What follows belongs to an exercise in optimizing a design on an open flow for small area, a short achievable clock period and few clock cycles per item; a production flow would make more cautious choices.
Function was checked by simulation only, so behaviour that the tests miss may differ from the original.
Power is estimated from default activity; no workload was simulated.

File: design.v
package cuckoo_pkg;
  localparam int DATA_W_DEF    = 32;
  localparam int IDX_W_DEF     = 5;
  localparam int MAX_KICKS_DEF = 16;
  localparam logic [1:0] ST_OK   = 2'b00;
  localparam logic [1:0] ST_DUP  = 2'b01;
  localparam logic [1:0] ST_FAIL = 2'b10;
  typedef enum logic [1:0] {S_IDLE, S_PROBE, S_DONE} state_t;
endpackage
module cuckoo_table
#(
  parameter int DATA_W = cuckoo_pkg::DATA_W_DEF,
  parameter int IDX_W  = cuckoo_pkg::IDX_W_DEF
) (
  input  logic              clk,
  input  logic              rst,
  input  logic              clr,
  input  logic              we,
  input  logic [IDX_W-1:0]  wr_idx,
  input  logic [DATA_W-1:0] wr_key,
  input  logic [IDX_W-1:0]  wr_idx1,
  input  logic [IDX_W-1:0]  wr_idx2,
  input  logic [IDX_W-1:0]  pr_idx,
  output logic              pr_valid,
  output logic [DATA_W-1:0] pr_key,
  output logic [IDX_W-1:0]  pr_idx1,
  output logic [IDX_W-1:0]  pr_idx2,
  input  logic [IDX_W-1:0]  rd_idx,
  output logic              rd_valid,
  output logic [DATA_W-1:0] rd_key
);
  localparam int DEPTH = 2 ** IDX_W;
  localparam int EW    = DATA_W + 2 * IDX_W;
  logic [DEPTH-1:0] valid;
  logic [EW-1:0]    mem [DEPTH];
  always_ff @(posedge clk) begin
    if (rst || clr) valid <= '0;
    else if (we)    valid[wr_idx] <= 1'b1;
  end
  always_ff @(posedge clk) begin
    if (we) mem[wr_idx] <= {wr_key, wr_idx1, wr_idx2};
  end
  assign pr_valid                   = valid[pr_idx];
  assign {pr_key, pr_idx1, pr_idx2} = mem[pr_idx];
  assign rd_valid                   = valid[rd_idx];
  assign rd_key                     = mem[rd_idx][EW-1 -: DATA_W];
endmodule
module cuckoo_insert_ctrl
#(
  parameter int DATA_W    = cuckoo_pkg::DATA_W_DEF,
  parameter int IDX_W     = cuckoo_pkg::IDX_W_DEF,
  parameter int MAX_KICKS = cuckoo_pkg::MAX_KICKS_DEF
) (
  input  logic              clk,
  input  logic              rst,
  input  logic              req_valid,
  output logic              req_ready,
  input  logic [DATA_W-1:0] req_key,
  input  logic [IDX_W-1:0]  req_idx1,
  input  logic [IDX_W-1:0]  req_idx2,
  input  logic              clear,
  output logic              done_valid,
  output logic [1:0]        done_status,
  output logic [IDX_W:0]    done_kicks,
  output logic [DATA_W-1:0] orphan_key,
  output logic [IDX_W+1:0]  occupancy,
  input  logic              rd_tbl,
  input  logic [IDX_W-1:0]  rd_idx,
  output logic              rd_valid,
  output logic [DATA_W-1:0] rd_key
);
  localparam logic [IDX_W:0]   KMAX     = MAX_KICKS[IDX_W:0];
  localparam logic [IDX_W+1:0] OCC_FULL = {1'b1, {(IDX_W+1){1'b0}}};
  cuckoo_pkg::state_t              state;
  logic                side;
  logic [DATA_W-1:0]   c_key;
  logic [IDX_W-1:0]    c_idx1, c_idx2;
  logic [IDX_W:0]      kicks;
  logic                t1_v, t2_v, rd1_v, rd2_v;
  logic [DATA_W-1:0]   t1_k, t2_k, rd1_k, rd2_k;
  logic [IDX_W-1:0]    t1_i1, t1_i2, t2_i1, t2_i2;
  logic                tgt_v, dup, wr_en, tbl_clr;
  logic [DATA_W-1:0]   tgt_k;
  logic [IDX_W-1:0]    tgt_i1, tgt_i2;
  assign tgt_v   = side ? t2_v  : t1_v;
  assign tgt_k   = side ? t2_k  : t1_k;
  assign tgt_i1  = side ? t2_i1 : t1_i1;
  assign tgt_i2  = side ? t2_i2 : t1_i2;
  assign dup     = (kicks == '0) && ((t1_v && t1_k == c_key) || (t2_v && t2_k == c_key));
  assign wr_en   = (state == cuckoo_pkg::S_PROBE) && !dup && (!tgt_v || kicks != KMAX);
  assign tbl_clr = (state == cuckoo_pkg::S_IDLE) && clear;
  assign req_ready = !rst && (state == cuckoo_pkg::S_IDLE) && !clear;
  assign rd_valid  = rd_tbl ? rd2_v : rd1_v;
  assign rd_key    = rd_tbl ? rd2_k : rd1_k;
  cuckoo_table #(.DATA_W(DATA_W), .IDX_W(IDX_W)) u_t1 (
    .clk(clk), .rst(rst), .clr(tbl_clr), .we(wr_en && !side),
    .wr_idx(c_idx1), .wr_key(c_key), .wr_idx1(c_idx1), .wr_idx2(c_idx2),
    .pr_idx(c_idx1), .pr_valid(t1_v), .pr_key(t1_k), .pr_idx1(t1_i1), .pr_idx2(t1_i2),
    .rd_idx(rd_idx), .rd_valid(rd1_v), .rd_key(rd1_k)
  );
  cuckoo_table #(.DATA_W(DATA_W), .IDX_W(IDX_W)) u_t2 (
    .clk(clk), .rst(rst), .clr(tbl_clr), .we(wr_en && side),
    .wr_idx(c_idx2), .wr_key(c_key), .wr_idx1(c_idx1), .wr_idx2(c_idx2),
    .pr_idx(c_idx2), .pr_valid(t2_v), .pr_key(t2_k), .pr_idx1(t2_i1), .pr_idx2(t2_i2),
    .rd_idx(rd_idx), .rd_valid(rd2_v), .rd_key(rd2_k)
  );
  always_ff @(posedge clk) begin
    if (rst) begin
      state       <= cuckoo_pkg::S_IDLE;
      side        <= 1'b0;
      kicks       <= '0;
      c_key       <= '0;
      c_idx1      <= '0;
      c_idx2      <= '0;
      done_valid  <= 1'b0;
      done_status <= cuckoo_pkg::ST_OK;
      done_kicks  <= '0;
      orphan_key  <= '0;
      occupancy   <= '0;
    end else begin
      case (state)
        cuckoo_pkg::S_IDLE: begin
          if (clear) begin
            occupancy <= '0;
          end else if (req_valid) begin
            c_key  <= req_key;
            c_idx1 <= req_idx1;
            c_idx2 <= req_idx2;
            side   <= 1'b0;
            kicks  <= '0;
            state  <= cuckoo_pkg::S_PROBE;
          end
        end
        cuckoo_pkg::S_PROBE: begin
          if (dup) begin
            state       <= cuckoo_pkg::S_DONE;
            done_valid  <= 1'b1;
            done_status <= cuckoo_pkg::ST_DUP;
            done_kicks  <= kicks;
          end else if (!tgt_v) begin
            if (occupancy != OCC_FULL) occupancy <= occupancy + 1'b1;
            state       <= cuckoo_pkg::S_DONE;
            done_valid  <= 1'b1;
            done_status <= cuckoo_pkg::ST_OK;
            done_kicks  <= kicks;
          end else if (kicks == KMAX) begin
            state       <= cuckoo_pkg::S_DONE;
            done_valid  <= 1'b1;
            done_status <= cuckoo_pkg::ST_FAIL;
            done_kicks  <= kicks;
            orphan_key  <= c_key;
          end else begin
            c_key  <= tgt_k;
            c_idx1 <= tgt_i1;
            c_idx2 <= tgt_i2;
            side   <= !side;
            kicks  <= kicks + 1'b1;
          end
        end
        cuckoo_pkg::S_DONE: begin
          state       <= cuckoo_pkg::S_IDLE;
          done_valid  <= 1'b0;
          done_status <= cuckoo_pkg::ST_OK;
          done_kicks  <= '0;
          orphan_key  <= '0;
        end
        default: state <= cuckoo_pkg::S_IDLE;
      endcase
    end
  end
endmodule
File: constraint.sdc
create_clock -name core_clock -period 7.0 [get_ports {clk}]
set_input_delay 1.4000 -clock core_clock [delete_from_list [all_inputs] [get_ports {clk}]]
set_output_delay 1.4000 -clock core_clock [all_outputs]
set_load 0.01 [all_outputs]
File: run.sh
#!/bin/bash
# synth_recipe.tcl (not shown) runs the flow's synth.tcl, then flattens the netlist and writes it again
# the make line also repeats each setting of config.mk as NAME=value (left out here)
make -C /OpenROAD-flow-scripts/flow DESIGN_CONFIG=/design/flow/config.mk WORK_HOME=/design/flow/orfs CLKGATE_MAP_FILE= SYNTH_SCRIPT=/design/flow/synth_recipe.tcl finish
File: config.mk
export PLATFORM = sky130hd
export DESIGN_NAME = cuckoo_insert_ctrl
export DESIGN_NICKNAME = cuckoo_insert_ctrl
export VERILOG_FILES = /design/flow/design.v
export SDC_FILE = /design/flow/constraint.sdc
export NUM_CORES = 4
export LEC_CHECK = 0
export CAP_MARGIN = 20
export CORE_MARGIN = 2
export CORE_UTILIZATION = 40
export SLEW_MARGIN = 20
==> metrics.cfg <==
[pwr]
intPower_mw=34.76
p_sw_share_pct=31.32
power_mw=50.61
peakVddDrop_mv=0.2589
combPwrFrac_pct=26.0
pwr-share-clk_pct=31.1
switchingPower_mw=15.85
p_per_area_nw_per_um2=341.3
p_seq_share_pct=42.9
p_leak_nw=45.91

[flow_run]
max_cap_viol_count=0

[critical_path]
critPathLaunchType=flip-flop
critPathRequiredTime_ps=7650
worstRegToRegCells=12
arrival_ps=7360
ff2ff_setup_slack_ps=290
path_class=reg -> reg
cp-end-kind=flip-flop
worstPathMaxFanout=48

[synth]
synth_nets=6505
syn_inst=6438
async_reset_ff_share_pct=0
synth.distinct_cells=65
synth_area_per_cell_um2=19.81
seq_area_frac_synth_pct=66.02
synth_flop_cell=edfxtp_1
syn_area_um2=127500
synth_seq_cells=2861
yosys_warnings=2
synth-edff-count=2688

[floorplanning]
die-area_um2=323300
core-area_um2=317500
num_io_pins=134
die_height_um=568.6
num_rows=207
fp.dieW_um=568.6
start_util_pct=40.16

[timing]
tns_ps=0
fin_crit_ps=6707
slew_viol_final=0
tightest_slew_ps=1184
maxSlewHeadroom_pct=20.24
clock_skew_ps=37.01
rsz0062_at_grt=false
hold_viol=0
setup_slack_ps=292.9
fmax_mhz=149.1
fin_crit_sh_pct=95.82
setup_viol_count_final=0

[clock_tree]
htreeDepth=5
cts_buffers=296
clock_sinks=2861
clk_pin_slew_ps=60
cts_max_path_buffers=4
tritoncts=built
post_cts_buffers=0
hold_buffers=0
cts_resized=0
root_buffer=clkbuf_16
clk_latency_ps=880

[drt]
final_antenna_net_count=0
remaining_drc_errors=0
drt-initial-drc-count=10400
wl_um=421600
via_count=73430
vias_per_cell=6.503
wl_per_cell_um=37.34
drtPass1Iterations=5

[global_route]
antenna_found_initial=22
grtUsageTotal_pct=25.75
grt_max_degree=101
grt_pass1_wl_um=582400
grt_overflow=0
grt_pass1_vias=73010

[finish]
layout.cells.non_filler=11290
final_cell_mix=edfxtp_1 (2688), mux4_2 (1290), mux2i_1 (399)
syn_to_final_growth_pct=16.30
layout_commonest_cell=edfxtp_1
nets=6937
postLayoutCellArea_um2=148300
drive_gt1_share_pct=33.66

[placed_design]
dpl_cell_area_um2=138800
post-place-ws_ps=453.5
dp_cells=10750
portBuffers=133
post-dp-hpwl_um=266500
place.gp.congestion=0.9020

[min_path]
hp-class=reg -> reg

[status]
status=complete, no violations

## per-stage QoR
step | util, % | hold WS (ps)
6_report | 46.71 | 458.4
4_1_cts | 46.69 | 455.9
3_3_place_gp | 43.70 | 446.5
3_5_place_dp | 43.70 | 448.5
5_1_grt | 46.70 | 488.3
2_1_floorplan | - | 436.2
## power by group through the flow
stage / sequential (mW) / combinational (mW) / clock, mW
3_3_place_gp: 22.0 / 12.8 / 0
3_5_place_dp: 22.1 / 12.9 / 0
6_report: 21.7 / 13.2 / 15.7
5_1_grt: 21.8 / 13.7 / 16.6
2_1_floorplan: 22.2 / 7.19 / 0
4_1_cts: 21.7 / 12.9 / 15.9
## cells in the mapped netlist (all sizes together) (15+ instances only)
cell / instances / area share [%]
ha: 15 / 0.15
nand3: 59 / 0.23
mux2i: 399 / 3.1
edfxtp: 2688 / 63
nor4: 22 / 0.11
xor2: 26 / 0.18
a21oi: 113 / 0.44
a22oi: 132 / 0.78
dfxtp: 173 / 2.7
a221oi: 21 / 0.14
inv: 40 / 0.12
a211oi: 48 / 0.28
mux4: 1290 / 23
nand4: 26 / 0.13
clkbuf: 235 / 0.69
nor3: 17 / 0.075
nor3b: 36 / 0.21
xnor2: 45 / 0.31
nor2b: 26 / 0.13
o22ai: 48 / 0.24
o21ai: 110 / 0.43
and2: 16 / 0.079
nand2: 245 / 0.72
buf: 228 / 0.89
nor2: 224 / 0.66
mux2: 45 / 0.40
## worst max-delay path, cell delays in order (launching register included)
cell and delay, ps:
dfxtp_4 930, buf_12 390, mux4_2 590, mux4_2 490
mux2i_1 310, xnor2_1 360, nor3_1 820, nand4_1 370
o41ai_4 560, buf_4 310, o31ai_4 120, buf_12 190
a211oi_1 870
## worst min-delay path by stage
stage | slack, ps | from | cells after the start | endpoint
4_1_cts | 460 | done_kicks[3] | 2 | done_kicks[3]
5_1_grt | 490 | done_kicks[2] | 2 | done_kicks[2]
2_1_floorplan | 440 | u_t2.valid[14] | 2 | u_t2.valid[14]
3_5_place_dp | 450 | done_kicks[2] | 2 | done_kicks[2]
3_3_place_gp | 450 | done_kicks[3] | 2 | done_kicks[3]
6_report | 460 | done_kicks[2] | 2 | done_kicks[2]
## layout make-up
type                            count  area [µm²]
Sequential cell                  2861       84280
Fill cell                       26180      169200
Tap cell                         4180        5230
Clock buffer                      369        7940
Antenna cell                       13       32.53
Clock inverter                    157        1553
Timing Repair Buffer              597        7405
Multi-Input combinational cell   3073       41710
Inverter                           41       153.9
## flip-flops by register name, summed over array words and instances, names as in the netlist, 2 cells and up, named ones only
register     flops
u_t1.mem      1344
u_t2.mem      1344
c_key           32
orphan_key      32
u_t1.valid      32
u_t2.valid      32
occupancy        7
done_kicks       6
kicks            6
c_idx1           5
c_idx2           5
done_status      2
state            2
## kinds of logic after synthesis
| family | share of synthesized area (%) |
|---|---|
| muxes | 26.31 |
| buffers and inverters | 1.701 |
| DFF | 66.02 |
| AOI/OAI and AO/OA | 2.734 |
| adders and majority gates | 0.1472 |
| and+or+nand+nor | 2.599 |
| xor gates and xnor gates | 0.4877 |
## per-layer routing
layer,up-vias,GRT usage (%),share of wire (%)
met3,895,5.084,9.3
met1,39750,33.40,37
met4,4,12.37,5.4
met2,4462,41.70,48
li1,28310,-,-
met5,-,0,0.0055
Testbench counts, summed over its fixed seeds: cycles 9,971, items 2,535.

## separate check: timing with driven ports
In the flow no input, the clock included, has a driving cell. The finished layout below was timed again as built, in two steps. Step 1, drivers: a clkbuf_16 drives clk and a buf_2 each remaining input, both assumed. Step 2 moves the port delays by t, midway between the first and last clock arrival at a register: inputs arrive t later, outputs are due t later. That takes back most of the time a late clock gives input paths. Three values: ideal, step 1, step 2; two values: the first two.
t, ns: 0.960
slack for setup (ns): 0.293 / 0.293 / 0.293
worst setup path at the end: register to register
slew at the worst register clock pin (ns): 0.07 / 0.07
worst data-port slew with drivers (ns): 0.15
After both steps setup and hold are still met in this run. The setup slack of this run moves by 0.000 ns with the drivers and by 0.000 ns with both steps.
